This is an optimization exercise on Yosys and OpenROAD, whose aim is small area, a short achievable clock period and few clock cycles per item, not a production implementation. At most, simulation tests tie the RTL to the original design; equivalence was not proved. For run 3, only the layout was checked, not whether the RTL still works. Power figures rest on the tool's default switching activity, not on a simulated workload.

==> flow/design.v (outline; a module is shown in full before it is edited, if it fits) <==
// module mtsed_scale: 564 lines
// module mtsed_quot: 172 lines
// module mtsed_ms: 275 lines
// module multitouch_slot_event_decoder_unit: 229 lines
module multitouch_slot_event_decoder_unit (
    input  logic               i_clk,
    input  logic               i_rst_n,
    input  logic               i_event_valid,
    output logic               o_event_ready,
    input  logic [4:0]         i_event_type,
    input  logic [9:0]         i_event_code,
    input  logic signed [31:0] i_event_value,
    input  logic [31:0]        i_time_seconds,
    input  logic [19:0]        i_time_microseconds,
    output logic               o_result_valid,
    input  logic               i_result_ready,
    output logic               o_result_processed,
    output logic               o_result_slot_index,
    output logic               o_result_slot_valid,
    output logic [15:0]        o_result_slot_x,
    output logic [15:0]        o_result_slot_y,
    output logic [7:0]         o_result_slot_pressure,
    output logic [1:0]         o_result_slot_kind,
    output logic [1:0]         o_result_touch_count,
    output logic [41:0]        o_result_report_time_ms,
    input  logic               i_cfg_valid,
    output logic               o_cfg_ready,
    input  logic [3:0]         i_cfg_index,
    input  logic [11:0]        i_cfg_data
);
  // ...
==> flow/run.sh <==
#!/bin/bash
# synth_recipe.tcl (not shown) runs the flow's synth.tcl, then flattens the netlist and writes it again
# the make line also repeats each setting of config.mk as NAME=value (left out here)
make -C /OpenROAD-flow-scripts/flow DESIGN_CONFIG=/design/flow/config.mk WORK_HOME=/design/flow/orfs CLKGATE_MAP_FILE= SYNTH_SCRIPT=/design/flow/synth_recipe.tcl finish
==> flow/config.mk <==
export PLATFORM = sky130hd
export DESIGN_NAME = multitouch_slot_event_decoder_unit
export DESIGN_NICKNAME = multitouch_slot_event_decoder_unit
export VERILOG_FILES = /design/flow/design.v
export SDC_FILE = /design/flow/constraint.sdc
export NUM_CORES = 4
export LEC_CHECK = 0
export CAP_MARGIN = 20
export CORE_MARGIN = 2
export CORE_UTILIZATION = 40
export SETUP_SLACK_MARGIN = 4
export SLEW_MARGIN = 20
==> flow/constraint.sdc <==
create_clock -name core_clock -period 9.0 [get_ports {i_clk}]
set_input_delay 1.8000 -clock core_clock [delete_from_list [all_inputs] [get_ports {i_clk}]]
set_output_delay 1.8000 -clock core_clock [all_outputs]
set_load 0.01 [all_outputs]
==> results.txt, run 1 <==
- The flow ran to the end and the layout has no timing, DRC or antenna violations.
- The area occupied by multi-input gates is ~13,000 um^2.
- The critical path crosses 15 cells after its start point.
- The kind of end point of the critical path is a flop.
- The min-delay analysis places its worst path in the category reg -> reg.
- Summed over all sequential cells, the power is around 0.0015 W.
- Across the routed clock network, the largest skew measured is ~0.021 ns.
- In the final routed layout, each cell accounts on average for around 20 um.
- The final-report max-slew violation count is 0.
- The largest registers in the layout are m_pl: 56 flops, a_pl: 49 flops, r_ms: 42 flops.
- The core region is approximately 55,000 um^2.
- The final setup TNS is 0 ns.
- The worst register-to-register path begins at a_pl[41].
- Signal routing reaches up to met4.
- In the routed layout, each cell is associated on average with a via count of 5.44.
- The routability congestion estimate is 0.895.
- The routed length on met3 is ~4600 um.
- Of the total synthesized cell area, the portion taken by full adders, half adders and majority gates is 23.1%.
- The register share of the cell area is a little under 30%.
- The library cells used most frequently in the layout, excluding fill and tap cells, are sky130_fd_sc_hd__nand2_1 (245), sky130_fd_sc_hd__inv_1 (208), sky130_fd_sc_hd__edfxtp_1 (208).
- Detailed routing placed a total of 29,400 um of wire on met2.
- The sink count of the clock tree is 283.
- Per report_power, the top consumer among the power groups is registers.
- At the end of the flow the core is filled with cells to a little under half.
- The number of antenna violations at the first check in global routing is 0.
- The share of total power in combinational logic is between 20% and 30%.
- The number of nets in the synthesized netlist is roughly 2.7k.
- The largest area contributor in the netlist is sky130_fd_sc_hd__edfxtp_1.
- The synthesized netlist cell count is between 2k and 2.5k.
- The commonest cells after synthesis are sky130_fd_sc_hd__nand2_1 (247), sky130_fd_sc_hd__edfxtp_1 (208), sky130_fd_sc_hd__inv_1 (208).
- The pre-antenna-repair detailed-routing pass consisted of 5 iterations.
- Once the clock tree was built, the setup fixing pass inserted 2 buffers.
- The number of buffers other than clock buffers in the final layout is roughly 240.
- The CTS tree is yes.
- The initial detailed-routing violation count is around 1.2k.
- In this run the worst setup path terminates at m_pl[41].
- The number of cells traversed by the worst hold path is 0.
- The most common cell after layout, fill and taps aside is sky130_fd_sc_hd__nand2_1.
- The clock passes through at most 3 buffers.
- Counting flops and latches in the post-synthesis netlist gives between 200 and 300.
- The final layout contains a sequential cell count of between 200 and 300.
- After synthesis, the cell types taking the most area are sky130_fd_sc_hd__edfxtp_1 (28%), sky130_fd_sc_hd__fa_1 (15%), sky130_fd_sc_hd__ha_1 (8.5%).
- In the final routing, the length of wire on met1 measures approximately 26,000 um.
Testbench counts, summed over its fixed seeds: cycles 12,044, items 12,012.
==> run 2, diff against run 1 <==
--- a/flow/config.mk
+++ b/flow/config.mk
@@ -9,4 +9,4 @@
 export CORE_MARGIN = 2
 export CORE_UTILIZATION = 40
-export SETUP_SLACK_MARGIN = 4
+export SETUP_SLACK_MARGIN = 5
 export SLEW_MARGIN = 20
==> run 2 against run 1 <==
Critical path depth is the same; still clean on timing, DRC and antenna; final cell count grew 3.3%; final area grew 6.1%; clock power shrank 7%.
==> results.txt, run 2 <==
- The worst clock skew on the final layout is 0.0168 ns (was 0.0214 ns).
- The routability congestion estimate is 0.890 (was 0.895).
- The clock-pin transition on the worst setup and hold timing paths was 0.06 ns (was 0.05 ns).
- The CTS tree is yes (unchanged).
- The initial detailed-routing violation count is 1,259 (was 1,184).
- The endpoint of the worst-slack reg-to-reg timing path is m_pl[38] (was m_pl[41]).
- The setup slack at placement is 3.46 ns (was 3.61 ns).
- The final standard cell area without fillers is 28,000 um^2 (was 26,400 um^2).
- The proportion of power drawn by the clock network came to 33.1% (was 35.4%).
- The arrival time of data at the critical path endpoint is 4.48 ns (was 5.10 ns).
- The largest area contributor in the netlist is sky130_fd_sc_hd__edfxtp_1 (unchanged).
- The fraction of the cycle the final worst path needs is 47.0% (was 53.8%).
- The number of flip-flops in the largest register is 56 (unchanged).
- The leakage power summed over all cells came to 11.8 nW (was 11.0 nW).
- The root buffer cell is sky130_fd_sc_hd__clkbuf_16 (unchanged).
- The count of filler cells inserted in the layout is 5,097 (was 5,267).
- Largest registers: m_pl: 56 flops, a_pl: 49 flops, r_ms: 42 flops (unchanged).
- The post-DP HPWL is 44,500 um (was 44,400 um).
- The post-synthesis register bit count came to 283 (unchanged).
- The required time of the critical path came to 9.26 ns (about the same).
- The global routing usage summed across all routing layers came to 22.7% (was 21.9%).
- The final setup TNS is 0 ns (unchanged).
- The sink count of the clock tree is 283 (unchanged).
- The final-report max-slew violation count is 0 (unchanged).
- The buffer levels on the longest clock path is 3 (unchanged).
- The met1 layer wirelength in the final routing is 27,200 um (was 26,200 um).
- The total I/O pin count is 212 (unchanged).
- The type of element launching the critical path was a flop (unchanged).
- The average detailed-routed wire length per instance is 20.6 um (was 20.1 um).
- The number of enable-type register cells in the synthesized netlist came to 208 (unchanged).
- The mean post-synth cell area is 10.1 um^2 (unchanged).
- The cell internal power dissipation is 0.00271 W (was 0.00275 W).
- The global-route wire length before repair came to 101,000 um (was 97,900 um).
- Status: complete, no violations (unchanged).
- The number of iterations in the first detailed-routing pass was 7 (was 5).
- The effective utilization at floorplan is 40.6% (unchanged).
- The die span in x is 241 um (unchanged).
- The capturing element of the worst setup path is m_pl[38] (was m_pl[41]).
- The remaining antenna violation count came to 0 (unchanged).
- The final wirelength is 66,800 um (was 63,000 um).
- The final critical-path required period is 4.23 ns (was 4.84 ns).
- The register containing the most flip-flops in the final layout was m_pl (unchanged).
- Top library cells by usage in the layout, fill and taps aside: sky130_fd_sc_hd__nand2_1 (232), sky130_fd_sc_hd__edfxtp_1 (208), sky130_fd_sc_hd__inv_1 (199) (was sky130_fd_sc_hd__nand2_1 (245), sky130_fd_sc_hd__inv_1 (208), sky130_fd_sc_hd__edfxtp_1 (208)).
- The first element of the critical path is a_pl[41] (unchanged).
- The per-cell via count in the routed design was 5.46 (was 5.44).
- The vias after detailed routing was 17.7k (was 17.1k).
- The cts-stage hold buffer count came to 0 (unchanged).
- The highest metal layer with signal wires is met4 (unchanged).
- The clock latency of the later-clocked register in the worst-skew pair was 0.55 ns (was 0.56 ns).
- The largest fanout of any net on the critical path is 5 (was 11).
- The final global-route overflow total is 0 (unchanged).
- The number of inserted diodes is 0 (unchanged).
- The kind of end point of the critical path is a flop (unchanged).
- The share of total power in combinational logic is 29.0% (was 26.8%).
- The end-of-flow core utilization is 50.6% (was 47.7%).
- The routed length on met3 was 5250 um (was 4620 um).
- The startpoint of the lowest-slack register-to-register path is a_pl[41] (unchanged).
- The power density over the cells is 141 nW/um^2 (was 151 nW/um^2).
- The worst min-delay path class was reg -> reg (unchanged).
- The core region area is 55,300 um^2 (unchanged).
- The net switching power is 0.00124 W (was 0.00123 W).
- The critical path start-end classification was reg -> reg (unchanged).
- The most common cell after layout, fill and taps aside is sky130_fd_sc_hd__nand2_1 (unchanged).
- The number of DRC violations after detailed routing was 0 (unchanged).
- RSZ-0062 raised after global routing: yes (unchanged).
- The number of cells on the worst reg-to-reg path was 15 (unchanged).
- The fraction of post-synthesis cell area in the top cell type by area was 27.8% (unchanged).
- The actual transition at the worst max-transition pin is 0.856 ns (was 1.04 ns).
- The H-tree level count is 2 (unchanged).
- Synth cell count leaders: sky130_fd_sc_hd__nand2_1 (247), sky130_fd_sc_hd__edfxtp_1 (208), sky130_fd_sc_hd__inv_1 (208) (unchanged).
- The worst supply voltage drop on vdd is 0.105 mV (was 0.121 mV).
- The number of port buffers was 207 (unchanged).
- Leading post-synthesis cells by cell area: sky130_fd_sc_hd__edfxtp_1 (28%), sky130_fd_sc_hd__fa_1 (15%), sky130_fd_sc_hd__ha_1 (8.5%) (unchanged).
- The register-to-register setup slack is 4.77 ns (was 4.16 ns).
- The standard-cell row count is 86 (unchanged).
- The power share of the sequential group was 37.9% (was 37.8%).
- The switching part of the total came to 31.4% (was 30.9%).
- The via count of the first global-routing pass came to 17.9k (was 17.6k).
- The distinct cell type count after synthesis is 73 (unchanged).
- The post-synthesis net count came to 2,650 (unchanged).
- The synthesized netlist cell count is 2,214 (unchanged).
- The met2 wire length is 32,100 um (was 29,400 um).
- The TritonCTS buffer count came to 34 (was 35).
- The number of nets in the layout is 2,903 (was 2,798).
- The number of maximum-capacitance constraint violations is 0 (unchanged).
- The number of endpoints failing setup at the final stage is 0 (unchanged).
- The portion of the post-synthesis area used by sequential elements is 34.5% (unchanged).
- The die area is 58,000 um^2 (unchanged).
- The signed area change from the synthesized netlist to the final layout is 24.8% (was 17.6%).
- The number of antenna violations at the first check in global routing is 0 (unchanged).
- The worst slew slack as a fraction of its limit is 42.9% (was 30.3%).
- The total standard cell area after synthesis is 22,400 um^2 (unchanged).
- The number of hold violations in the final report was 0 (unchanged).
- The share of async-settable or async-resettable flops after synthesis came to 0% (unchanged).
- The yosys synthesis warning count is 1 (unchanged).
- The maximum clock frequency is 237 MHz (was 206 MHz).
- The die height is 241 um (unchanged).
- The pin count of the biggest net entering global routing was 70 (unchanged).
- The cell with the most instances after synthesis is sky130_fd_sc_hd__nand2_1 (unchanged).
- The worst setup slack after layout is 4.77 ns (was 4.16 ns).
- The main flop type after synthesis is sky130_fd_sc_hd__edfxtp_1 (unchanged).
- The share of post-route cells with drive strength above 1 was 14.9% (was 8.13%).
- The placed standard-cell area is 25,200 um^2 (about the same).
==> run 2: repair_timing <==
item / in CTS / in global routing
resized for setup: 87 / 78
pin swaps: 17 / 25
gates cloned: 7 / 2
setup buffers: 36 / 67
endpoints found under the setup margin: 194 / 117
==> run 2: cell type report <==
cell class | count | area [um^2] | area share (%)
Multi-Input combinational cell | 1594 | 14000 | 49.9
Sequential cell | 283 | 7750 | 27.7
Timing Repair Buffer | 344 | 3480 | 12.4
Clock buffer | 47 | 972 | 3.47
Tap cell | 748 | 936 | 3.34
Inverter | 210 | 802 | 2.87
Clock inverter | 14 | 90.1 | 0.322
==> run 2: power groups by stage <==
stage | Sequential, W | Combinational, W | Clock [W]
2_1_floorplan | 0.00148 | 0.000782 | 0
3_3_place_gp | 0.00154 | 0.00103 | 0
3_5_place_dp | 0.00154 | 0.00105 | 0
4_1_cts | 0.00150 | 0.00109 | 0.00134
5_1_grt | 0.00150 | 0.00129 | 0.00139
6_report | 0.00150 | 0.00115 | 0.00131
==> run 2: routing by layer <==
layer	vias up	track usage (%)
met1	8669	29.2
met4	0	8.75
met3	160	4.28
met2	715	37.8
met5	-	0
li1	8142	-
==> run 2: worst max-delay path: stages, from the launching register on <==
cell                       delay, ns
sky130_fd_sc_hd__edfxtp_1       0.42
sky130_fd_sc_hd__buf_4          0.16
sky130_fd_sc_hd__fa_1           0.49
sky130_fd_sc_hd__fa_1           0.53
sky130_fd_sc_hd__fa_1           0.62
sky130_fd_sc_hd__ha_4           0.22
sky130_fd_sc_hd__a21o_1         0.17
sky130_fd_sc_hd__a21o_1         0.18
sky130_fd_sc_hd__a21oi_2        0.16
sky130_fd_sc_hd__o21ai_2        0.09
sky130_fd_sc_hd__o21a_4         0.22
sky130_fd_sc_hd__a31o_4         0.26
sky130_fd_sc_hd__buf_4          0.14
sky130_fd_sc_hd__buf_6          0.11
sky130_fd_sc_hd__xnor2_2        0.11
sky130_fd_sc_hd__o21ai_1        0.08
==> run 2: stage by stage <==
stage | instances | hold WS [ns] | total power, W
6_report | 3240 | 0.415 | 0.00396
5_1_grt | 3240 | 0.420 | 0.00418
4_1_cts | 3171 | 0.418 | 0.00393
3_5_place_dp | 3067 | 0.405 | 0.00259
3_3_place_gp | 3067 | 0.404 | 0.00257
2_1_floorplan | 2214 | 0.400 | 0.00227
==> run 2: worst min-delay path by stage <==
| stage | depth (start not counted) | from | slack [ns] | end |
|---|---|---|---|---|
| 2_1_floorplan | 0 | a_clamp | 0.40 | m_clamp |
| 3_3_place_gp | 0 | a_trk | 0.40 | m_trk |
| 3_5_place_dp | 0 | a_syn | 0.40 | m_syn |
| 4_1_cts | 0 | a_syn | 0.42 | m_syn |
| 5_1_grt | 0 | a_slot | 0.42 | m_slot |
| 6_report | 0 | a_syn | 0.42 | m_syn |
==> run 2: cells by family after synthesis <==
group	count (synthesis)	share of synthesized area (%)
xor gates and xnor gates	205	8.00
other	1	0.0167
adders and majority gates	316	23.1
AOI/OAI and AO/OA	403	12.0
DFF	283	34.5
muxes	108	5.29
and+or+nand+nor	560	11.3
buffers and inverters	338	5.76
==> module multitouch_slot_event_decoder_unit, before the edit <==
module multitouch_slot_event_decoder_unit (
    input  logic               i_clk,
    input  logic               i_rst_n,
    input  logic               i_event_valid,
    output logic               o_event_ready,
    input  logic [4:0]         i_event_type,
    input  logic [9:0]         i_event_code,
    input  logic signed [31:0] i_event_value,
    input  logic [31:0]        i_time_seconds,
    input  logic [19:0]        i_time_microseconds,
    output logic               o_result_valid,
    input  logic               i_result_ready,
    output logic               o_result_processed,
    output logic               o_result_slot_index,
    output logic               o_result_slot_valid,
    output logic [15:0]        o_result_slot_x,
    output logic [15:0]        o_result_slot_y,
    output logic [7:0]         o_result_slot_pressure,
    output logic [1:0]         o_result_slot_kind,
    output logic [1:0]         o_result_touch_count,
    output logic [41:0]        o_result_report_time_ms,
    input  logic               i_cfg_valid,
    output logic               o_cfg_ready,
    input  logic [3:0]         i_cfg_index,
    input  logic [11:0]        i_cfg_data
);
    logic [11:0] r_w;
    logic [11:0] r_h;
    assign o_cfg_ready = 1'b1;
    always_ff @(posedge i_clk) begin
        if (!i_rst_n) begin
            r_w <= mtsed_pkg::PANEL_WIDTH_RST;
            r_h <= mtsed_pkg::PANEL_HEIGHT_RST;
        end else if (i_cfg_valid) begin
            if (i_cfg_index == 4'd0) r_w <= i_cfg_data;
            if (i_cfg_index == 4'd1) r_h <= i_cfg_data;
        end
    end
    logic        is_abs;
    logic        d_slot, d_trk, d_x, d_y, d_prs, d_syn;
    assign is_abs = (i_event_type == mtsed_pkg::TYPE_ABS);
    assign d_slot = is_abs && (i_event_code == mtsed_pkg::CODE_SLOT);
    assign d_trk  = is_abs && (i_event_code == mtsed_pkg::CODE_TRACK);
    assign d_x    = is_abs && (i_event_code == mtsed_pkg::CODE_X ||
                               i_event_code == mtsed_pkg::CODE_MT_X);
    assign d_y    = is_abs && (i_event_code == mtsed_pkg::CODE_Y ||
                               i_event_code == mtsed_pkg::CODE_MT_Y);
    assign d_prs  = is_abs && (i_event_code == mtsed_pkg::CODE_PRESSURE ||
                               i_event_code == mtsed_pkg::CODE_MT_PRESSURE);
    assign d_syn  = (i_event_type == mtsed_pkg::TYPE_SYN) &&
                    (i_event_code == mtsed_pkg::CODE_SYN_REPORT);
    logic [11:0] n_sel;
    logic [13:0] n_ext;
    logic [6:0]  n_one, n_two, n_ng;
    assign n_sel = d_y ? r_h : r_w;
    assign n_ext = {2'b00, n_sel};
    always_comb begin
        for (int j = 0; j < 7; j++) begin
            logic b2, b1, b0;
            b2 = n_ext[2*j+1];
            b1 = n_ext[2*j];
            b0 = (j > 0) ? n_ext[2*j-1] : 1'b0;
            n_one[j] = b1 ^ b0;
            n_two[j] = (b2 & ~b1 & ~b0) | (~b2 & b1 & b0);
            n_ng[j]  = b2 & ~(b1 & b0);
        end
    end
    logic [49:0] pl;
    assign pl = d_syn ? {1'b0, i_time_microseconds[19:3], i_time_seconds}
                      : {n_ng, n_two, n_one, i_event_value[31], i_event_value[27:0]};
    logic        a_valid;
    logic        a_slot, a_trk, a_x, a_y, a_prs, a_syn;
    logic        a_newcur;      
    logic        a_rel;         
    logic        a_clamp;       
    logic [49:0] a_pl;
    logic        res_valid;
    logic        m_valid;
    logic        s_free;        
    logic        m_en;          
    logic        a_en;          
    logic        adv;           
    assign s_free        = !res_valid || i_result_ready;
    assign m_en          = !m_valid || s_free;
    assign a_en          = !a_valid || m_en;
    assign adv           = m_valid && s_free;
    assign o_event_ready = a_en;
    always_ff @(posedge i_clk) begin
        if (!i_rst_n) begin
            a_valid <= 1'b0;
        end else if (a_en) begin
            a_valid <= i_event_valid;
        end
        if (a_en) begin
            a_slot   <= d_slot;
            a_trk    <= d_trk;
            a_x      <= d_x;
            a_y      <= d_y;
            a_prs    <= d_prs;
            a_syn    <= d_syn;
            a_newcur <= i_event_value[0] && (i_event_value[31:1] == 31'd0);
            a_rel    <= &i_event_value;
            a_clamp  <= !i_event_value[31] && (|i_event_value[30:8]);
            a_pl     <= pl;
        end
    end
    logic [27:0] sc_a;
    logic [27:0] sc_b;
    logic [10:0] quot;
    logic [55:0] m_in;
    mtsed_scale u_scale (
        .i_v   (a_pl[27:0]),
        .i_neg (a_pl[28]),
        .i_one (a_pl[35:29]),
        .i_two (a_pl[42:36]),
        .i_ng  (a_pl[49:43]),
        .o_a   (sc_a),
        .o_b   (sc_b)
    );
    mtsed_quot u_quot (
        .i_us8 (a_pl[48:32]),
        .o_q   (quot)
    );
    assign m_in = (a_x || a_y) ? {sc_b, sc_a} : {13'd0, quot, a_pl[31:0]};
    logic        m_slot, m_trk, m_x, m_y, m_prs, m_syn;
    logic        m_newcur;
    logic        m_rel;
    logic        m_clamp;
    logic [55:0] m_pl;
    always_ff @(posedge i_clk) begin
        if (!i_rst_n) begin
            m_valid <= 1'b0;
        end else if (m_en) begin
            m_valid <= a_valid;
        end
        if (m_en) begin
            m_slot   <= a_slot;
            m_trk    <= a_trk;
            m_x      <= a_x;
            m_y      <= a_y;
            m_prs    <= a_prs;
            m_syn    <= a_syn;
            m_newcur <= a_newcur;
            m_rel    <= a_rel;
            m_clamp  <= a_clamp;
            m_pl     <= m_in;
        end
    end
    logic [27:0] prod;
    logic [15:0] pos;
    logic [41:0] ms;
    assign prod = m_pl[27:0] + m_pl[55:28];
    assign pos  = prod[27:12];
    mtsed_ms u_ms (
        .i_secs (m_pl[31:0]),
        .i_q    (m_pl[42:32]),
        .o_ms   (ms)
    );
    logic        r_cur;
    logic [1:0]  r_pv;
    logic [15:0] r_x [2];
    logic [15:0] r_y [2];
    logic [7:0]  r_p [2];
    logic [1:0]  r_kind [2];
    logic [1:0]  r_count;
    logic [41:0] r_ms;
    logic        r_proc;
    logic        cur_valid;
    logic        move;
    assign cur_valid = r_pv[r_cur];
    assign move      = (m_x || m_y) && cur_valid;
    always_ff @(posedge i_clk) begin
        if (!i_rst_n) begin
            res_valid <= 1'b0;
            r_cur     <= 1'b0;
            r_pv      <= 2'b00;
            r_count   <= '0;
            r_ms      <= '0;
            for (int i = 0; i < 2; i++) begin
                r_x[i]    <= '0;
                r_y[i]    <= '0;
                r_p[i]    <= '0;
                r_kind[i] <= mtsed_pkg::KIND_NONE;
            end
        end else begin
            if (s_free) begin
                res_valid <= m_valid;
            end
            if (adv) begin
                if (m_slot) begin
                    r_cur <= m_newcur;
                end
                if (m_trk) begin
                    r_pv[r_cur]   <= !m_rel;
                    r_kind[r_cur] <= m_rel ? mtsed_pkg::KIND_RELEASE : mtsed_pkg::KIND_PRESS;
                end
                if (m_x) begin
                    r_x[r_cur] <= pos;
                end
                if (m_y) begin
                    r_y[r_cur] <= pos;
                end
                if (move) begin
                    r_kind[r_cur] <= mtsed_pkg::KIND_MOVE;
                end
                if (m_prs) begin
                    r_p[r_cur] <= m_clamp ? 8'hFF : m_pl[7:0];
                end
                if (m_syn) begin
                    r_count <= 2'(r_pv[0]) + 2'(r_pv[1]);
                    r_ms    <= ms;
                end
            end
        end
        if (adv) begin
            r_proc <= m_trk || move || m_syn;
        end
    end
    assign o_result_valid          = res_valid;
    assign o_result_processed      = r_proc;
    assign o_result_slot_index     = r_cur;
    assign o_result_slot_valid     = cur_valid;
    assign o_result_slot_x         = r_x[r_cur];
    assign o_result_slot_y         = r_y[r_cur];
    assign o_result_slot_pressure  = r_p[r_cur];
    assign o_result_slot_kind      = r_kind[r_cur];
    assign o_result_touch_count    = r_count;
    assign o_result_report_time_ms = r_ms;
endmodule
==> run 3, diff against run 2 <==
--- a/flow/design.v
+++ b/flow/design.v
@@ -756,278 +756,157 @@
     assign o_q = qt_s[20:10];
 endmodule
-module mtsed_ms (
+module mtsed_sec125 (
     input  logic [31:0] i_secs,
-    input  logic [10:0] i_q,
-    output logic [41:0] o_ms
+    output logic [38:0] o_y
 );
-    logic ms_1;
-    logic ms_2;
-    assign ms_1 = i_secs[2] ^ (~i_secs[0]);
-    assign ms_2 = i_secs[2] & (~i_secs[0]);
-    logic ms_3;
-    logic ms_4;
-    assign ms_3 = i_secs[3] ^ (~i_secs[1]);
-    assign ms_4 = i_secs[3] & (~i_secs[1]);
-    logic ms_5;
-    logic ms_6;
-    assign ms_5 = i_secs[4] ^ (~i_secs[2]);
-    assign ms_6 = i_secs[4] & (~i_secs[2]);
-    logic ms_7;
-    logic ms_8;
-    assign ms_7 = i_secs[5] ^ (~i_secs[3]);
-    assign ms_8 = i_secs[5] & (~i_secs[3]);
-    logic ms_9;
-    logic ms_10;
-    assign ms_9 = i_secs[6] ^ (~i_secs[4]);
-    assign ms_10 = i_secs[6] & (~i_secs[4]);
-    logic ms_11;
-    logic ms_12;
-    assign ms_11 = i_secs[0] ^ i_secs[7] ^ (~i_secs[5]);
-    assign ms_12 = (i_secs[0] & i_secs[7]) | (i_secs[0] & (~i_secs[5])) | (i_secs[7] & (~i_secs[5]));
-    logic ms_13;
-    logic ms_14;
-    assign ms_13 = i_secs[1] ^ i_secs[8];
-    assign ms_14 = i_secs[1] & i_secs[8];
-    logic ms_15;
-    logic ms_16;
-    assign ms_15 = i_secs[2] ^ i_secs[9];
-    assign ms_16 = i_secs[2] & i_secs[9];
-    logic ms_17;
-    logic ms_18;
-    assign ms_17 = i_secs[3] ^ i_secs[10];
-    assign ms_18 = i_secs[3] & i_secs[10];
-    logic ms_19;
-    logic ms_20;
-    assign ms_19 = i_secs[4] ^ i_secs[11];
-    assign ms_20 = i_secs[4] & i_secs[11];
-    logic ms_21;
-    logic ms_22;
-    assign ms_21 = i_secs[5] ^ i_secs[12];
-    assign ms_22 = i_secs[5] & i_secs[12];
-    logic ms_23;
-    logic ms_24;
-    assign ms_23 = i_secs[6] ^ i_secs[13];
-    assign ms_24 = i_secs[6] & i_secs[13];
-    logic ms_25;
-    logic ms_26;
-    assign ms_25 = i_secs[7] ^ i_secs[14];
-    assign ms_26 = i_secs[7] & i_secs[14];
-    logic ms_27;
-    logic ms_28;
-    assign ms_27 = i_secs[8] ^ i_secs[15];
-    assign ms_28 = i_secs[8] & i_secs[15];
-    logic ms_29;
-    logic ms_30;
-    assign ms_29 = i_secs[9] ^ i_secs[16];
-    assign ms_30 = i_secs[9] & i_secs[16];
-    logic ms_31;
-    logic ms_32;
-    assign ms_31 = i_secs[10] ^ i_secs[17];
-    assign ms_32 = i_secs[10] & i_secs[17];
-    logic ms_33;
-    logic ms_34;
-    assign ms_33 = i_secs[11] ^ i_secs[18];
-    assign ms_34 = i_secs[11] & i_secs[18];
-    logic ms_35;
-    logic ms_36;
-    assign ms_35 = i_secs[12] ^ i_secs[19];
-    assign ms_36 = i_secs[12] & i_secs[19];
-    logic ms_37;
-    logic ms_38;
-    assign ms_37 = i_secs[13] ^ i_secs[20];
-    assign ms_38 = i_secs[13] & i_secs[20];
-    logic ms_39;
-    logic ms_40;
-    assign ms_39 = i_secs[14] ^ i_secs[21];
-    assign ms_40 = i_secs[14] & i_secs[21];
-    logic ms_41;
-    logic ms_42;
-    assign ms_41 = i_secs[15] ^ i_secs[22];
-    assign ms_42 = i_secs[15] & i_secs[22];
-    logic ms_43;
-    logic ms_44;
-    assign ms_43 = i_secs[16] ^ i_secs[23];
-    assign ms_44 = i_secs[16] & i_secs[23];
-    logic ms_45;
-    logic ms_46;
-    assign ms_45 = i_secs[17] ^ i_secs[24];
-    assign ms_46 = i_secs[17] & i_secs[24];
-    logic ms_47;
-    logic ms_48;
-    assign ms_47 = i_secs[18] ^ i_secs[25];
-    assign ms_48 = i_secs[18] & i_secs[25];
-    logic ms_49;
-    logic ms_50;
-    assign ms_49 = i_secs[19] ^ i_secs[26];
-    assign ms_50 = i_secs[19] & i_secs[26];
-    logic ms_51;
-    logic ms_52;
-    assign ms_51 = i_secs[20] ^ i_secs[27];
-    assign ms_52 = i_secs[20] & i_secs[27];
-    logic ms_53;
-    logic ms_54;
-    assign ms_53 = i_secs[21] ^ i_secs[28];
-    assign ms_54 = i_secs[21] & i_secs[28];
-    logic ms_55;
-    logic ms_56;
-    assign ms_55 = i_secs[22] ^ i_secs[29];
-    assign ms_56 = i_secs[22] & i_secs[29];
-    logic ms_57;
-    logic ms_58;
-    assign ms_57 = i_secs[23] ^ i_secs[30];
-    assign ms_58 = i_secs[23] & i_secs[30];
-    logic ms_59;
-    logic ms_60;
-    assign ms_59 = i_secs[24] ^ i_secs[31];
-    assign ms_60 = i_secs[24] & i_secs[31];
-    logic ms_61;
-    logic ms_62;
-    assign ms_61 = ms_1 ^ i_q[5];
-    assign ms_62 = ms_1 & i_q[5];
-    logic ms_63;
-    logic ms_64;
-    assign ms_63 = ms_3 ^ i_q[6] ^ ms_2;
-    assign ms_64 = (ms_3 & i_q[6]) | (ms_3 & ms_2) | (i_q[6] & ms_2);
-    logic ms_65;
-    logic ms_66;
-    assign ms_65 = ms_5 ^ i_q[7] ^ ms_4;
-    assign ms_66 = (ms_5 & i_q[7]) | (ms_5 & ms_4) | (i_q[7] & ms_4);
-    logic ms_67;
-    logic ms_68;
-    assign ms_67 = ms_7 ^ i_q[8] ^ ms_6;
-    assign ms_68 = (ms_7 & i_q[8]) | (ms_7 & ms_6) | (i_q[8] & ms_6);
-    logic ms_69;
-    logic ms_70;
-    assign ms_69 = ms_9 ^ i_q[9] ^ ms_8;
-    assign ms_70 = (ms_9 & i_q[9]) | (ms_9 & ms_8) | (i_q[9] & ms_8);
-    logic ms_71;
-    logic ms_72;
-    assign ms_71 = ms_11 ^ i_q[10] ^ ms_10;
-    assign ms_72 = (ms_11 & i_q[10]) | (ms_11 & ms_10) | (i_q[10] & ms_10);
-    logic ms_73;
-    logic ms_74;
-    assign ms_73 = ms_13 ^ (~i_secs[6]) ^ ms_12;
-    assign ms_74 = (ms_13 & (~i_secs[6])) | (ms_13 & ms_12) | ((~i_secs[6]) & ms_12);
-    logic ms_75;
-    logic ms_76;
-    assign ms_75 = ms_15 ^ (~i_secs[7]) ^ ms_14;
-    assign ms_76 = (ms_15 & (~i_secs[7])) | (ms_15 & ms_14) | ((~i_secs[7]) & ms_14);
-    logic ms_77;
-    logic ms_78;
-    assign ms_77 = ms_17 ^ (~i_secs[8]) ^ ms_16;
-    assign ms_78 = (ms_17 & (~i_secs[8])) | (ms_17 & ms_16) | ((~i_secs[8]) & ms_16);
-    logic ms_79;
-    logic ms_80;
-    assign ms_79 = ms_19 ^ (~i_secs[9]) ^ ms_18;
-    assign ms_80 = (ms_19 & (~i_secs[9])) | (ms_19 & ms_18) | ((~i_secs[9]) & ms_18);
-    logic ms_81;
-    logic ms_82;
-    assign ms_81 = ms_21 ^ (~i_secs[10]) ^ ms_20;
-    assign ms_82 = (ms_21 & (~i_secs[10])) | (ms_21 & ms_20) | ((~i_secs[10]) & ms_20);
-    logic ms_83;
-    logic ms_84;
-    assign ms_83 = ms_23 ^ (~i_secs[11]) ^ ms_22;
-    assign ms_84 = (ms_23 & (~i_secs[11])) | (ms_23 & ms_22) | ((~i_secs[11]) & ms_22);
-    logic ms_85;
-    logic ms_86;
-    assign ms_85 = ms_25 ^ (~i_secs[12]) ^ ms_24;
-    assign ms_86 = (ms_25 & (~i_secs[12])) | (ms_25 & ms_24) | ((~i_secs[12]) & ms_24);
-    logic ms_87;
-    logic ms_88;
-    assign ms_87 = ms_27 ^ (~i_secs[13]) ^ ms_26;
-    assign ms_88 = (ms_27 & (~i_secs[13])) | (ms_27 & ms_26) | ((~i_secs[13]) & ms_26);
-    logic ms_89;
-    logic ms_90;
-    assign ms_89 = ms_29 ^ (~i_secs[14]) ^ ms_28;
-    assign ms_90 = (ms_29 & (~i_secs[14])) | (ms_29 & ms_28) | ((~i_secs[14]) & ms_28);
-    logic ms_91;
-    logic ms_92;
-    assign ms_91 = ms_31 ^ (~i_secs[15]) ^ ms_30;
-    assign ms_92 = (ms_31 & (~i_secs[15])) | (ms_31 & ms_30) | ((~i_secs[15]) & ms_30);
-    logic ms_93;
-    logic ms_94;
-    assign ms_93 = ms_33 ^ (~i_secs[16]) ^ ms_32;
-    assign ms_94 = (ms_33 & (~i_secs[16])) | (ms_33 & ms_32) | ((~i_secs[16]) & ms_32);
-    logic ms_95;
-    logic ms_96;
-    assign ms_95 = ms_35 ^ (~i_secs[17]) ^ ms_34;
-    assign ms_96 = (ms_35 & (~i_secs[17])) | (ms_35 & ms_34) | ((~i_secs[17]) & ms_34);
-    logic ms_97;
-    logic ms_98;
-    assign ms_97 = ms_37 ^ (~i_secs[18]) ^ ms_36;
-    assign ms_98 = (ms_37 & (~i_secs[18])) | (ms_37 & ms_36) | ((~i_secs[18]) & ms_36);
-    logic ms_99;
-    logic ms_100;
-    assign ms_99 = ms_39 ^ (~i_secs[19]) ^ ms_38;
-    assign ms_100 = (ms_39 & (~i_secs[19])) | (ms_39 & ms_38) | ((~i_secs[19]) & ms_38);
-    logic ms_101;
-    logic ms_102;
-    assign ms_101 = ms_41 ^ (~i_secs[20]) ^ ms_40;
-    assign ms_102 = (ms_41 & (~i_secs[20])) | (ms_41 & ms_40) | ((~i_secs[20]) & ms_40);
-    logic ms_103;
-    logic ms_104;
-    assign ms_103 = ms_43 ^ (~i_secs[21]) ^ ms_42;
-    assign ms_104 = (ms_43 & (~i_secs[21])) | (ms_43 & ms_42) | ((~i_secs[21]) & ms_42);
-    logic ms_105;
-    logic ms_106;
-    assign ms_105 = ms_45 ^ (~i_secs[22]) ^ ms_44;
-    assign ms_106 = (ms_45 & (~i_secs[22])) | (ms_45 & ms_44) | ((~i_secs[22]) & ms_44);
-    logic ms_107;
-    logic ms_108;
-    assign ms_107 = ms_47 ^ (~i_secs[23]) ^ ms_46;
-    assign ms_108 = (ms_47 & (~i_secs[23])) | (ms_47 & ms_46) | ((~i_secs[23]) & ms_46);
-    logic ms_109;
-    logic ms_110;
-    assign ms_109 = ms_49 ^ (~i_secs[24]) ^ ms_48;
-    assign ms_110 = (ms_49 & (~i_secs[24])) | (ms_49 & ms_48) | ((~i_secs[24]) & ms_48);
-    logic ms_111;
-    logic ms_112;
-    assign ms_111 = ms_51 ^ (~i_secs[25]) ^ ms_50;
-    assign ms_112 = (ms_51 & (~i_secs[25])) | (ms_51 & ms_50) | ((~i_secs[25]) & ms_50);
-    logic ms_113;
-    logic ms_114;
-    assign ms_113 = ms_53 ^ (~i_secs[26]) ^ ms_52;
-    assign ms_114 = (ms_53 & (~i_secs[26])) | (ms_53 & ms_52) | ((~i_secs[26]) & ms_52);
-    logic ms_115;
-    logic ms_116;
-    assign ms_115 = ms_55 ^ (~i_secs[27]) ^ ms_54;
-    assign ms_116 = (ms_55 & (~i_secs[27])) | (ms_55 & ms_54) | ((~i_secs[27]) & ms_54);
-    logic ms_117;
-    logic ms_118;
-    assign ms_117 = ms_57 ^ (~i_secs[28]) ^ ms_56;
-    assign ms_118 = (ms_57 & (~i_secs[28])) | (ms_57 & ms_56) | ((~i_secs[28]) & ms_56);
-    logic ms_119;
-    logic ms_120;
-    assign ms_119 = ms_59 ^ (~i_secs[29]) ^ ms_58;
-    assign ms_120 = (ms_59 & (~i_secs[29])) | (ms_59 & ms_58) | ((~i_secs[29]) & ms_58);
-    logic ms_121;
-    logic ms_122;
-    assign ms_121 = i_secs[25] ^ (~i_secs[30]) ^ ms_60;
-    assign ms_122 = (i_secs[25] & (~i_secs[30])) | (i_secs[25] & ms_60) | ((~i_secs[30]) & ms_60);
-    logic ms_123;
-    logic ms_124;
-    assign ms_123 = i_secs[26] ^ (~i_secs[31]);
-    assign ms_124 = i_secs[26] & (~i_secs[31]);
-    logic ms_125;
-    logic ms_126;
-    assign ms_125 = i_secs[27] ^ 1'b1;
-    assign ms_126 = i_secs[27] & 1'b1;
-    logic ms_127;
-    logic ms_128;
-    assign ms_127 = i_secs[28] ^ 1'b1;
-    assign ms_128 = i_secs[28] & 1'b1;
-    logic ms_129;
-    logic ms_130;
-    assign ms_129 = i_secs[29] ^ 1'b1;
-    assign ms_130 = i_secs[29] & 1'b1;
-    logic ms_131;
-    logic ms_132;
-    assign ms_131 = i_secs[30] ^ 1'b1;
-    assign ms_132 = i_secs[30] & 1'b1;
-    logic ms_133;
-    logic ms_134;
-    assign ms_133 = i_secs[31] ^ 1'b1;
-    assign ms_134 = i_secs[31] & 1'b1;
-    assign o_ms = {ms_133, ms_131, ms_129, ms_127, ms_125, ms_123, ms_121, ms_119, ms_117, ms_115, ms_113, ms_111, ms_109, ms_107, ms_105, ms_103, ms_101, ms_99, ms_97, ms_95, ms_93, ms_91, ms_89, ms_87, ms_85, ms_83, ms_81, ms_79, ms_77, ms_75, ms_73, ms_71, ms_69, ms_67, ms_65, ms_63, ms_61, i_secs[1], i_secs[0], i_q[2], i_q[1], i_q[0]} + {ms_132, ms_130, ms_128, ms_126, ms_124, ms_122, ms_120, ms_118, ms_116, ms_114, ms_112, ms_110, ms_108, ms_106, ms_104, ms_102, ms_100, ms_98, ms_96, ms_94, ms_92, ms_90, ms_88, ms_86, ms_84, ms_82, ms_80, ms_78, ms_76, ms_74, ms_72, ms_70, ms_68, ms_66, ms_64, ms_62, 1'b1, i_q[4], i_q[3], 1'b0, 1'b0, 1'b0};
+    logic sk_1;
+    logic sk_2;
+    assign sk_1 = i_secs[2] ^ (~i_secs[0]);
+    assign sk_2 = i_secs[2] & (~i_secs[0]);
+    logic sk_3;
+    logic sk_4;
+    assign sk_3 = i_secs[3] ^ (~i_secs[1]);
+    assign sk_4 = i_secs[3] & (~i_secs[1]);
+    logic sk_5;
+    logic sk_6;
+    assign sk_5 = i_secs[4] ^ (~i_secs[2]);
+    assign sk_6 = i_secs[4] & (~i_secs[2]);
+    logic sk_7;
+    logic sk_8;
+    assign sk_7 = i_secs[5] ^ (~i_secs[3]);
+    assign sk_8 = i_secs[5] & (~i_secs[3]);
+    logic sk_9;
+    logic sk_10;
+    assign sk_9 = i_secs[6] ^ (~i_secs[4]);
+    assign sk_10 = i_secs[6] & (~i_secs[4]);
+    logic sk_11;
+    logic sk_12;
+    assign sk_11 = i_secs[0] ^ i_secs[7] ^ (~i_secs[5]);
+    assign sk_12 = (i_secs[0] & i_secs[7]) | (i_secs[0] & (~i_secs[5])) | (i_secs[7] & (~i_secs[5]));
+    logic sk_13;
+    logic sk_14;
+    assign sk_13 = i_secs[1] ^ i_secs[8] ^ (~i_secs[6]);
+    assign sk_14 = (i_secs[1] & i_secs[8]) | (i_secs[1] & (~i_secs[6])) | (i_secs[8] & (~i_secs[6]));
+    logic sk_15;
+    logic sk_16;
+    assign sk_15 = i_secs[2] ^ i_secs[9] ^ (~i_secs[7]);
+    assign sk_16 = (i_secs[2] & i_secs[9]) | (i_secs[2] & (~i_secs[7])) | (i_secs[9] & (~i_secs[7]));
+    logic sk_17;
+    logic sk_18;
+    assign sk_17 = i_secs[3] ^ i_secs[10] ^ (~i_secs[8]);
+    assign sk_18 = (i_secs[3] & i_secs[10]) | (i_secs[3] & (~i_secs[8])) | (i_secs[10] & (~i_secs[8]));
+    logic sk_19;
+    logic sk_20;
+    assign sk_19 = i_secs[4] ^ i_secs[11] ^ (~i_secs[9]);
+    assign sk_20 = (i_secs[4] & i_secs[11]) | (i_secs[4] & (~i_secs[9])) | (i_secs[11] & (~i_secs[9]));
+    logic sk_21;
+    logic sk_22;
+    assign sk_21 = i_secs[5] ^ i_secs[12] ^ (~i_secs[10]);
+    assign sk_22 = (i_secs[5] & i_secs[12]) | (i_secs[5] & (~i_secs[10])) | (i_secs[12] & (~i_secs[10]));
+    logic sk_23;
+    logic sk_24;
+    assign sk_23 = i_secs[6] ^ i_secs[13] ^ (~i_secs[11]);
+    assign sk_24 = (i_secs[6] & i_secs[13]) | (i_secs[6] & (~i_secs[11])) | (i_secs[13] & (~i_secs[11]));
+    logic sk_25;
+    logic sk_26;
+    assign sk_25 = i_secs[7] ^ i_secs[14] ^ (~i_secs[12]);
+    assign sk_26 = (i_secs[7] & i_secs[14]) | (i_secs[7] & (~i_secs[12])) | (i_secs[14] & (~i_secs[12]));
+    logic sk_27;
+    logic sk_28;
+    assign sk_27 = i_secs[8] ^ i_secs[15] ^ (~i_secs[13]);
+    assign sk_28 = (i_secs[8] & i_secs[15]) | (i_secs[8] & (~i_secs[13])) | (i_secs[15] & (~i_secs[13]));
+    logic sk_29;
+    logic sk_30;
+    assign sk_29 = i_secs[9] ^ i_secs[16] ^ (~i_secs[14]);
+    assign sk_30 = (i_secs[9] & i_secs[16]) | (i_secs[9] & (~i_secs[14])) | (i_secs[16] & (~i_secs[14]));
+    logic sk_31;
+    logic sk_32;
+    assign sk_31 = i_secs[10] ^ i_secs[17] ^ (~i_secs[15]);
+    assign sk_32 = (i_secs[10] & i_secs[17]) | (i_secs[10] & (~i_secs[15])) | (i_secs[17] & (~i_secs[15]));
+    logic sk_33;
+    logic sk_34;
+    assign sk_33 = i_secs[11] ^ i_secs[18] ^ (~i_secs[16]);
+    assign sk_34 = (i_secs[11] & i_secs[18]) | (i_secs[11] & (~i_secs[16])) | (i_secs[18] & (~i_secs[16]));
+    logic sk_35;
+    logic sk_36;
+    assign sk_35 = i_secs[12] ^ i_secs[19] ^ (~i_secs[17]);
+    assign sk_36 = (i_secs[12] & i_secs[19]) | (i_secs[12] & (~i_secs[17])) | (i_secs[19] & (~i_secs[17]));
+    logic sk_37;
+    logic sk_38;
+    assign sk_37 = i_secs[13] ^ i_secs[20] ^ (~i_secs[18]);
+    assign sk_38 = (i_secs[13] & i_secs[20]) | (i_secs[13] & (~i_secs[18])) | (i_secs[20] & (~i_secs[18]));
+    logic sk_39;
+    logic sk_40;
+    assign sk_39 = i_secs[14] ^ i_secs[21] ^ (~i_secs[19]);
+    assign sk_40 = (i_secs[14] & i_secs[21]) | (i_secs[14] & (~i_secs[19])) | (i_secs[21] & (~i_secs[19]));
+    logic sk_41;
+    logic sk_42;
+    assign sk_41 = i_secs[15] ^ i_secs[22] ^ (~i_secs[20]);
+    assign sk_42 = (i_secs[15] & i_secs[22]) | (i_secs[15] & (~i_secs[20])) | (i_secs[22] & (~i_secs[20]));
+    logic sk_43;
+    logic sk_44;
+    assign sk_43 = i_secs[16] ^ i_secs[23] ^ (~i_secs[21]);
+    assign sk_44 = (i_secs[16] & i_secs[23]) | (i_secs[16] & (~i_secs[21])) | (i_secs[23] & (~i_secs[21]));
+    logic sk_45;
+    logic sk_46;
+    assign sk_45 = i_secs[17] ^ i_secs[24] ^ (~i_secs[22]);
+    assign sk_46 = (i_secs[17] & i_secs[24]) | (i_secs[17] & (~i_secs[22])) | (i_secs[24] & (~i_secs[22]));
+    logic sk_47;
+    logic sk_48;
+    assign sk_47 = i_secs[18] ^ i_secs[25] ^ (~i_secs[23]);
+    assign sk_48 = (i_secs[18] & i_secs[25]) | (i_secs[18] & (~i_secs[23])) | (i_secs[25] & (~i_secs[23]));
+    logic sk_49;
+    logic sk_50;
+    assign sk_49 = i_secs[19] ^ i_secs[26] ^ (~i_secs[24]);
+    assign sk_50 = (i_secs[19] & i_secs[26]) | (i_secs[19] & (~i_secs[24])) | (i_secs[26] & (~i_secs[24]));
+    logic sk_51;
+    logic sk_52;
+    assign sk_51 = i_secs[20] ^ i_secs[27] ^ (~i_secs[25]);
+    assign sk_52 = (i_secs[20] & i_secs[27]) | (i_secs[20] & (~i_secs[25])) | (i_secs[27] & (~i_secs[25]));
+    logic sk_53;
+    logic sk_54;
+    assign sk_53 = i_secs[21] ^ i_secs[28] ^ (~i_secs[26]);
+    assign sk_54 = (i_secs[21] & i_secs[28]) | (i_secs[21] & (~i_secs[26])) | (i_secs[28] & (~i_secs[26]));
+    logic sk_55;
+    logic sk_56;
+    assign sk_55 = i_secs[22] ^ i_secs[29] ^ (~i_secs[27]);
+    assign sk_56 = (i_secs[22] & i_secs[29]) | (i_secs[22] & (~i_secs[27])) | (i_secs[29] & (~i_secs[27]));
+    logic sk_57;
+    logic sk_58;
+    assign sk_57 = i_secs[23] ^ i_secs[30] ^ (~i_secs[28]);
+    assign sk_58 = (i_secs[23] & i_secs[30]) | (i_secs[23] & (~i_secs[28])) | (i_secs[30] & (~i_secs[28]));
+    logic sk_59;
+    logic sk_60;
+    assign sk_59 = i_secs[24] ^ i_secs[31] ^ (~i_secs[29]);
+    assign sk_60 = (i_secs[24] & i_secs[31]) | (i_secs[24] & (~i_secs[29])) | (i_secs[31] & (~i_secs[29]));
+    logic sk_61;
+    logic sk_62;
+    assign sk_61 = i_secs[25] ^ (~i_secs[30]);
+    assign sk_62 = i_secs[25] & (~i_secs[30]);
+    logic sk_63;
+    logic sk_64;
+    assign sk_63 = i_secs[26] ^ (~i_secs[31]);
+    assign sk_64 = i_secs[26] & (~i_secs[31]);
+    logic sk_65;
+    logic sk_66;
+    assign sk_65 = i_secs[27] ^ 1'b1;
+    assign sk_66 = i_secs[27] & 1'b1;
+    logic sk_67;
+    logic sk_68;
+    assign sk_67 = i_secs[28] ^ 1'b1;
+    assign sk_68 = i_secs[28] & 1'b1;
+    logic sk_69;
+    logic sk_70;
+    assign sk_69 = i_secs[29] ^ 1'b1;
+    assign sk_70 = i_secs[29] & 1'b1;
+    logic sk_71;
+    logic sk_72;
+    assign sk_71 = i_secs[30] ^ 1'b1;
+    assign sk_72 = i_secs[30] & 1'b1;
+    logic sk_73;
+    logic sk_74;
+    assign sk_73 = i_secs[31] ^ 1'b1;
+    assign sk_74 = i_secs[31] & 1'b1;
+    assign o_y = {sk_73, sk_71, sk_69, sk_67, sk_65, sk_63, sk_61, sk_59, sk_57, sk_55, sk_53, sk_51, sk_49, sk_47, sk_45, sk_43, sk_41, sk_39, sk_37, sk_35, sk_33, sk_31, sk_29, sk_27, sk_25, sk_23, sk_21, sk_19, sk_17, sk_15, sk_13, sk_11, sk_9, sk_7, sk_5, sk_3, sk_1, i_secs[1], i_secs[0]} + {sk_72, sk_70, sk_68, sk_66, sk_64, sk_62, sk_60, sk_58, sk_56, sk_54, sk_52, sk_50, sk_48, sk_46, sk_44, sk_42, sk_40, sk_38, sk_36, sk_34, sk_32, sk_30, sk_28, sk_26, sk_24, sk_22, sk_20, sk_18, sk_16, sk_14, sk_12, sk_10, sk_8, sk_6, sk_4, sk_2, 1'b1, 1'b0, 1'b0};
 endmodule
 `timescale 1ns / 1ps
@@ -1071,21 +950,23 @@
         end
     end
+    typedef struct packed {
+        logic        slot;
+        logic        trk;
+        logic        x;
+        logic        y;
+        logic        prs;
+        logic        syn;
+        logic        newcur;    
+        logic        rel;       
+        logic        clamp;     
+        logic [49:0] pl;
+    } t_dec;
+    t_dec        d;
     logic        is_abs;
-    logic        d_slot, d_trk, d_x, d_y, d_prs, d_syn;
     assign is_abs = (i_event_type == mtsed_pkg::TYPE_ABS);
-    assign d_slot = is_abs && (i_event_code == mtsed_pkg::CODE_SLOT);
-    assign d_trk  = is_abs && (i_event_code == mtsed_pkg::CODE_TRACK);
-    assign d_x    = is_abs && (i_event_code == mtsed_pkg::CODE_X ||
-                               i_event_code == mtsed_pkg::CODE_MT_X);
-    assign d_y    = is_abs && (i_event_code == mtsed_pkg::CODE_Y ||
-                               i_event_code == mtsed_pkg::CODE_MT_Y);
-    assign d_prs  = is_abs && (i_event_code == mtsed_pkg::CODE_PRESSURE ||
-                               i_event_code == mtsed_pkg::CODE_MT_PRESSURE);
-    assign d_syn  = (i_event_type == mtsed_pkg::TYPE_SYN) &&
-                    (i_event_code == mtsed_pkg::CODE_SYN_REPORT);
     logic [11:0] n_sel;
     logic [13:0] n_ext;
     logic [6:0]  n_one, n_two, n_ng;
-    assign n_sel = d_y ? r_h : r_w;
+    assign n_sel = d.y ? r_h : r_w;
     assign n_ext = {2'b00, n_sel};
     always_comb begin
@@ -1100,41 +981,44 @@
         end
     end
-    logic [49:0] pl;
-    assign pl = d_syn ? {1'b0, i_time_microseconds[19:3], i_time_seconds}
-                      : {n_ng, n_two, n_one, i_event_value[31], i_event_value[27:0]};
-    logic        a_valid;
-    logic        a_slot, a_trk, a_x, a_y, a_prs, a_syn;
-    logic        a_newcur;      
-    logic        a_rel;         
-    logic        a_clamp;       
-    logic [49:0] a_pl;
+    always_comb begin
+        d.slot   = is_abs && (i_event_code == mtsed_pkg::CODE_SLOT);
+        d.trk    = is_abs && (i_event_code == mtsed_pkg::CODE_TRACK);
+        d.x      = is_abs && (i_event_code == mtsed_pkg::CODE_X ||
+                              i_event_code == mtsed_pkg::CODE_MT_X);
+        d.y      = is_abs && (i_event_code == mtsed_pkg::CODE_Y ||
+                              i_event_code == mtsed_pkg::CODE_MT_Y);
+        d.prs    = is_abs && (i_event_code == mtsed_pkg::CODE_PRESSURE ||
+                              i_event_code == mtsed_pkg::CODE_MT_PRESSURE);
+        d.syn    = (i_event_type == mtsed_pkg::TYPE_SYN) &&
+                   (i_event_code == mtsed_pkg::CODE_SYN_REPORT);
+        d.newcur = i_event_value[0] && (i_event_value[31:1] == 31'd0);
+        d.rel    = &i_event_value;
+        d.clamp  = !i_event_value[31] && (|i_event_value[30:8]);
+        d.pl     = d.syn ? {1'b0, i_time_microseconds[19:3], i_time_seconds}
+                         : {n_ng, n_two, n_one, i_event_value[31], i_event_value[27:0]};
+    end
     logic        res_valid;
-    logic        m_valid;
-    logic        s_free;        
-    logic        m_en;          
-    logic        a_en;          
-    logic        adv;           
-    assign s_free        = !res_valid || i_result_ready;
-    assign m_en          = !m_valid || s_free;
-    assign a_en          = !a_valid || m_en;
-    assign adv           = m_valid && s_free;
-    assign o_event_ready = a_en;
+    logic        stall;         
+    logic        k_valid;
+    t_dec        k;
+    logic        a_valid;
+    t_dec        a;
+    assign stall         = res_valid && !i_result_ready;
+    assign o_event_ready = !k_valid;
     always_ff @(posedge i_clk) begin
         if (!i_rst_n) begin
+            k_valid <= 1'b0;
             a_valid <= 1'b0;
-        end else if (a_en) begin
-            a_valid <= i_event_valid;
+        end else if (stall) begin
+            k_valid <= k_valid || i_event_valid;
+        end else begin
+            k_valid <= 1'b0;
+            a_valid <= k_valid || i_event_valid;
         end
-        if (a_en) begin
-            a_slot   <= d_slot;
-            a_trk    <= d_trk;
-            a_x      <= d_x;
-            a_y      <= d_y;
-            a_prs    <= d_prs;
-            a_syn    <= d_syn;
-            a_newcur <= i_event_value[0] && (i_event_value[31:1] == 31'd0);
-            a_rel    <= &i_event_value;
-            a_clamp  <= !i_event_value[31] && (|i_event_value[30:8]);
-            a_pl     <= pl;
+        if (stall && !k_valid) begin
+            k <= d;
+        end
+        if (!stall) begin
+            a <= k_valid ? k : d;
         end
     end
@@ -1142,40 +1026,46 @@
     logic [27:0] sc_b;
     logic [10:0] quot;
-    logic [55:0] m_in;
+    logic [38:0] s125;
+    logic [57:0] m_in;
     mtsed_scale u_scale (
-        .i_v   (a_pl[27:0]),
-        .i_neg (a_pl[28]),
-        .i_one (a_pl[35:29]),
-        .i_two (a_pl[42:36]),
-        .i_ng  (a_pl[49:43]),
+        .i_v   (a.pl[27:0]),
+        .i_neg (a.pl[28]),
+        .i_one (a.pl[35:29]),
+        .i_two (a.pl[42:36]),
+        .i_ng  (a.pl[49:43]),
         .o_a   (sc_a),
         .o_b   (sc_b)
     );
     mtsed_quot u_quot (
-        .i_us8 (a_pl[48:32]),
+        .i_us8 (a.pl[48:32]),
         .o_q   (quot)
     );
-    assign m_in = (a_x || a_y) ? {sc_b, sc_a} : {13'd0, quot, a_pl[31:0]};
+    mtsed_sec125 u_sec125 (
+        .i_secs (a.pl[31:0]),
+        .o_y    (s125)
+    );
+    assign m_in = (a.x || a.y) ? {a.pl[7:6], sc_b, sc_a} : {a.pl[7:0], quot, s125};
+    logic        m_valid;
     logic        m_slot, m_trk, m_x, m_y, m_prs, m_syn;
     logic        m_newcur;
     logic        m_rel;
     logic        m_clamp;
-    logic [55:0] m_pl;
+    logic [57:0] m_pl;
     always_ff @(posedge i_clk) begin
         if (!i_rst_n) begin
             m_valid <= 1'b0;
-        end else if (m_en) begin
+        end else if (!stall) begin
             m_valid <= a_valid;
         end
-        if (m_en) begin
-            m_slot   <= a_slot;
-            m_trk    <= a_trk;
-            m_x      <= a_x;
-            m_y      <= a_y;
-            m_prs    <= a_prs;
-            m_syn    <= a_syn;
-            m_newcur <= a_newcur;
-            m_rel    <= a_rel;
-            m_clamp  <= a_clamp;
+        if (!stall) begin
+            m_slot   <= a.slot;
+            m_trk    <= a.trk;
+            m_x      <= a.x;
+            m_y      <= a.y;
+            m_prs    <= a.prs;
+            m_syn    <= a.syn;
+            m_newcur <= a.newcur;
+            m_rel    <= a.rel;
+            m_clamp  <= a.clamp;
             m_pl     <= m_in;
         end
@@ -1183,40 +1073,43 @@
     logic [27:0] prod;
     logic [15:0] pos;
+    logic [38:0] ms_hi;
     logic [41:0] ms;
-    assign prod = m_pl[27:0] + m_pl[55:28];
-    assign pos  = prod[27:12];
-    mtsed_ms u_ms (
-        .i_secs (m_pl[31:0]),
-        .i_q    (m_pl[42:32]),
-        .o_ms   (ms)
-    );
+    assign prod  = m_pl[27:0] + m_pl[55:28];
+    assign pos   = prod[27:12];
+    assign ms_hi = m_pl[38:0] + 39'(m_pl[49:42]);
+    assign ms    = {ms_hi, m_pl[41:39]};
     logic        r_cur;
-    logic [1:0]  r_pv;
-    logic [15:0] r_x [2];
-    logic [15:0] r_y [2];
-    logic [7:0]  r_p [2];
-    logic [1:0]  r_kind [2];
+    logic        c_valid, o_valid;
+    logic [15:0] c_x, o_x;
+    logic [15:0] c_y, o_y;
+    logic [7:0]  c_p, o_p;
+    logic [1:0]  c_kind, o_kind;
     logic [1:0]  r_count;
     logic [41:0] r_ms;
     logic        r_proc;
-    logic        cur_valid;
+    logic        adv;
+    logic        swap;
     logic        move;
-    assign cur_valid = r_pv[r_cur];
-    assign move      = (m_x || m_y) && cur_valid;
+    assign adv  = m_valid && !stall;
+    assign swap = m_slot && (m_newcur != r_cur);
+    assign move = (m_x || m_y) && c_valid;
     always_ff @(posedge i_clk) begin
         if (!i_rst_n) begin
             res_valid <= 1'b0;
             r_cur     <= 1'b0;
-            r_pv      <= 2'b00;
+            c_valid   <= 1'b0;
+            o_valid   <= 1'b0;
+            c_x       <= '0;
+            o_x       <= '0;
+            c_y       <= '0;
+            o_y       <= '0;
+            c_p       <= '0;
+            o_p       <= '0;
+            c_kind    <= mtsed_pkg::KIND_NONE;
+            o_kind    <= mtsed_pkg::KIND_NONE;
             r_count   <= '0;
             r_ms      <= '0;
-            for (int i = 0; i < 2; i++) begin
-                r_x[i]    <= '0;
-                r_y[i]    <= '0;
-                r_p[i]    <= '0;
-                r_kind[i] <= mtsed_pkg::KIND_NONE;
-            end
         end else begin
-            if (s_free) begin
+            if (!stall) begin
                 res_valid <= m_valid;
             end
@@ -1225,22 +1118,34 @@
                     r_cur <= m_newcur;
                 end
+                if (swap) begin
+                    c_valid <= o_valid;
+                    o_valid <= c_valid;
+                    c_x     <= o_x;
+                    o_x     <= c_x;
+                    c_y     <= o_y;
+                    o_y     <= c_y;
+                    c_p     <= o_p;
+                    o_p     <= c_p;
+                    c_kind  <= o_kind;
+                    o_kind  <= c_kind;
+                end
                 if (m_trk) begin
-                    r_pv[r_cur]   <= !m_rel;
-                    r_kind[r_cur] <= m_rel ? mtsed_pkg::KIND_RELEASE : mtsed_pkg::KIND_PRESS;
+                    c_valid <= !m_rel;
+                    c_kind  <= m_rel ? mtsed_pkg::KIND_RELEASE : mtsed_pkg::KIND_PRESS;
                 end
                 if (m_x) begin
-                    r_x[r_cur] <= pos;
+                    c_x <= pos;
                 end
                 if (m_y) begin
-                    r_y[r_cur] <= pos;
+                    c_y <= pos;
                 end
                 if (move) begin
-                    r_kind[r_cur] <= mtsed_pkg::KIND_MOVE;
+                    c_kind <= mtsed_pkg::KIND_MOVE;
                 end
                 if (m_prs) begin
-                    r_p[r_cur] <= m_clamp ? 8'hFF : m_pl[7:0];
+                    c_p <= m_clamp ? 8'hFF : m_pl[57:50];
                 end
                 if (m_syn) begin
-                    r_count <= 2'(r_pv[0]) + 2'(r_pv[1]);
+                    r_count <= 2'(c_valid) + 2'(o_valid);
                     r_ms    <= ms;
                 end
@@ -1254,9 +1159,9 @@
     assign o_result_processed      = r_proc;
     assign o_result_slot_index     = r_cur;
-    assign o_result_slot_valid     = cur_valid;
-    assign o_result_slot_x         = r_x[r_cur];
-    assign o_result_slot_y         = r_y[r_cur];
-    assign o_result_slot_pressure  = r_p[r_cur];
-    assign o_result_slot_kind      = r_kind[r_cur];
+    assign o_result_slot_valid     = c_valid;
+    assign o_result_slot_x         = c_x;
+    assign o_result_slot_y         = c_y;
+    assign o_result_slot_pressure  = c_p;
+    assign o_result_slot_kind      = c_kind;
     assign o_result_touch_count    = r_count;
     assign o_result_report_time_ms = r_ms;
==> run 3 against run 2 <==
Critical path depth is the same; global-route usage grew 2.0 points; still clean; via count grew 19%; non-clock buffer count grew 26.
==> results.txt, run 3 <==
- Status: complete, no violations (unchanged).
- The power density over the cells is 193 nW/um^2 (was 141 nW/um^2).
- The synthesized-area fraction occupied by ao, oa, aoi and oai cells is 15.4% (was 12.0%).
- The post-layout total power was 0.00603 W (was 0.00396 W).
- The distinct cell type count after synthesis is 78 (was 73).
- The final-report max-slew violation count was 0 (unchanged).
- The via count of the first global-routing pass is 21.0k (was 17.9k).
- The pin count of the biggest net entering global routing is 101 (was 70).
- The adder-cell share of the synthesized area is 19.4% (was 23.1%).
- Leading post-synthesis cells by cell area: sky130_fd_sc_hd__edfxtp_1 (22%), sky130_fd_sc_hd__dfxtp_1 (13%), sky130_fd_sc_hd__fa_1 (13%) (was sky130_fd_sc_hd__edfxtp_1 (28%), sky130_fd_sc_hd__fa_1 (15%), sky130_fd_sc_hd__ha_1 (8.5%)).
- The maximum clock frequency came to 236 MHz (was 237 MHz).
- The leakage power summed over all cells was 12.5 nW (was 11.8 nW).
- The post-synthesis register bit count is 343 (was 283).
- The signed area change from the synthesized netlist to the final layout is 24.2% (was 24.8%).
- The first element of the critical path was a[37] (was a_pl[41]).
- The die area is 64,900 um^2 (was 58,000 um^2).
- The effective utilization at floorplan is 40.6% (about the same).
- The worst slew slack as a fraction of its limit is 26.9% (was 42.9%).
- The sink count of the clock tree is 343 (was 283).
- The fraction of post-synthesis cell area in the top cell type by area is 22.0% (was 27.8%).
- The total standard cell area after synthesis came to 25,200 um^2 (was 22,400 um^2).
- The number of inserted diodes is 0 (unchanged).
- RSZ-0062 raised after global routing: yes (unchanged).
- The slowest stage cell on the critical path is sky130_fd_sc_hd__fa_1 (unchanged).
- The routability congestion estimate is 0.926 (was 0.890).
- The H-tree level count is 2 (unchanged).
- The number of iterations in the first detailed-routing pass is 6 (was 7).
- The die height came to 255 um (was 241 um).
- List of cells traversed by the critical path: buf_12, buf_4, a21oi_1, xnor2_1, fa_1, inv_1, fa_1, fa_1, xnor2_1, xnor2_1, xnor2_1, xnor2_1, xnor2_2, a21oi_2, a211o_1 (was buf_4, fa_1, fa_1, fa_1, ha_4, a21o_1, a21o_1, a21oi_2, o21ai_2, o21a_4, a31o_4, buf_4, buf_6, xnor2_2, o21ai_1).
- The CTS tree is yes (unchanged).
- The number of hold violations in the final report came to 0 (unchanged).
- The worst supply voltage drop on vdd is 0.143 mV (was 0.105 mV).
- The vias after detailed routing is 21.0k (was 17.7k).
- The TritonCTS buffer count was 39 (was 34).
- The final critical-path required period is 4.24 ns (was 4.23 ns).
- Synth cell count leaders: sky130_fd_sc_hd__nand2_1 (385), sky130_fd_sc_hd__inv_1 (210), sky130_fd_sc_hd__edfxtp_1 (184) (was sky130_fd_sc_hd__nand2_1 (247), sky130_fd_sc_hd__edfxtp_1 (208), sky130_fd_sc_hd__inv_1 (208)).
- The arrival time of data at the critical path endpoint is 4.53 ns (was 4.48 ns).
- The fraction of synthesized cell area in xor and xnor cells is 7.83% (was 8.00%).
- The number of DRC violations after detailed routing is 0 (unchanged).
- The final setup TNS was 0 ns (unchanged).
- The register-to-register setup slack is 4.76 ns (was 4.77 ns).
- The type of element launching the critical path was a flop (unchanged).
- The remaining antenna violation count is 0 (unchanged).
- The initial detailed-routing violation count came to 1,700 (was 1,259).
- The share of async-settable or async-resettable flops after synthesis was 0% (unchanged).
- The mean post-synth cell area was 9.49 um^2 (was 10.1 um^2).
- The critical path start-end classification is reg -> reg (unchanged).
- The number of antenna violations at the first check in global routing is 0 (unchanged).
- The clock-pin transition on the worst setup and hold timing paths is 0.06 ns (about the same).
- The worst min-delay path class is reg -> reg (unchanged).
- The dominant combinational cell family by area after synthesis is adder cells (unchanged).
- The number of port buffers came to 207 (unchanged).
- The clock latency of the later-clocked register in the worst-skew pair is 0.56 ns (was 0.55 ns).
- The startpoint of the lowest-slack register-to-register path is a[37] (was a_pl[41]).
- The maximum cell stage delay along the critical path is 0.45 ns (was 0.62 ns).
- The post-synthesis simple-gate area fraction is 12.7% (was 11.3%).
- The count of buffer and inverter cells on the critical path is 3 (unchanged).
- The cell with the most instances after synthesis is sky130_fd_sc_hd__nand2_1 (unchanged).
- The most common cell after layout, fill and taps aside is sky130_fd_sc_hd__nand2_1 (unchanged).
- The final wirelength came to 81,200 um (was 66,800 um).
- The buffer levels on the longest clock path is 3 (unchanged).
- The portion of the post-synthesis area used by sequential elements is 34.6% (was 34.5%).
- The global-route wire length before repair is 123,000 um (was 101,000 um).
- The global routing usage summed across all routing layers was 24.7% (was 22.7%).
- The required time of the critical path is 9.29 ns (was 9.26 ns).
- The start point of the worst min-delay path is a[52] (was a_syn).
- The family of cells with the greatest summed delay on the critical path is adder cells (unchanged).
- The number of enable-type register cells in the synthesized netlist was 184 (was 208).
- The average detailed-routed wire length per instance was 21.5 um (was 20.6 um).
- The kind of end point of the critical path is a flop (unchanged).
- The post-DP HPWL is 55,100 um (was 44,500 um).
run 3: changes by cell type after synthesis, sizes merged, moves of 12 or more:
cell	previous run	this run
a22o	15	1
o21ai	57	116
nand2	247	386
nor3	25	39
dfxtp	75	159
mux2i	23	39
clkbuf	98	131
nand3	39	51
nor2	143	111
mux2	85	63
a21oi	98	161
a211oi	5	40
edfxtp	208	184
ha	153	138
run 3: layer usage:
| layer | GRT usage (%) | vias up | routed length, um |
|---|---|---|---|
| li1 | - | 9755 | - |
| met1 | 31.9 | 10162 | 33600 |
| met2 | 40.7 | 871 | 38000 |
| met3 | 4.57 | 221 | 6020 |
| met4 | 9.94 | 0 | 3600 |
| met5 | 0 | - | 0 |
run 3: worst max-delay path by stage:
stage | to | slack, ns | cells past startpoint
CTS | m_pl[27] | 4.85 | 13
floorplan | a[34] | 4.82 | 10
global placement | c_y[11] | 3.97 | 8
finish | m_pl[27] | 4.76 | 15
global route | m_pl[27] | 4.65 | 15
detailed placement | c_y[2] | 3.88 | 8
run 3: repair_timing:
item,4_1_cts,5_1_grt
gates resized for setup,119,81
setup endpoints to repair,179,69
cloned,12,2
pin swaps,17,41
setup buffers,63,47
endpoints found under the hold margin,0,0
run 3: through the flow:
step	hold WS [ns]	worst slack (ns)	utilization, %	area [um^2]	cells
floorplan	0.400	4.82	-	25300	2651
global placement	0.411	3.97	45.3	28100	3574
detailed placement	0.410	3.88	45.3	28100	3575
CTS	0.424	4.85	49.4	30600	3719
global route	0.438	4.65	50.4	31200	3768
finish	0.422	4.76	50.4	31200	3768
run 3: cells by family (layout without fill, tap and decap cells):
group	count (synthesis)	in the layout
xor gates and xnor gates	225	225
buffers and inverters	377	655
and+or+nand+nor	715	717
DFF	343	343
adders and majority gates	296	296
AOI/OAI and AO/OA	592	592
muxes	102	102
other	1	1
run 3: report_power, final:
part | switching (W) | leakage (nW) | total, W | internal, W
clock | 0.000651 | 0.613 | 0.00156 | 0.000908
combinational | 0.00140 | 8.68 | 0.00244 | 0.00104
sequential | 0.000214 | 3.19 | 0.00202 | 0.00181
run 3: cell type report:
class                      count  area (um^2)
inverter                     216          850
fill                        5630        30700
tap                          837         1050
multi-input combinational   1933        15600
clock inverter                15          136
sequential                   343         8710
clock buffer                  54         1120
timing repair buffer         370         3830

re-timing with driven ports:
Ports are ideal in the flow. The routed layouts listed here were re-timed in OpenROAD.
Step 1, drivers: a clkbuf_16 drives i_clk and a buf_2 each remaining input, both assumed.
Step 2 times the ports against the registers' clock, not the clock port: input delays grow and output delays shrink by t, the midpoint of the rising clock arrivals with the driver on.
a / b / c = no drivers / after step 1 / after step 2; a / b = the first two.
run	shift t [ns]	setup WS [ns]
run 1	0.607	4.155 / 4.146 / 3.637
run 2	0.603	4.774 / 4.774 / 4.571
run 3	0.612	4.761 / 4.761 / 4.547
After both steps every run listed still meets setup and hold.
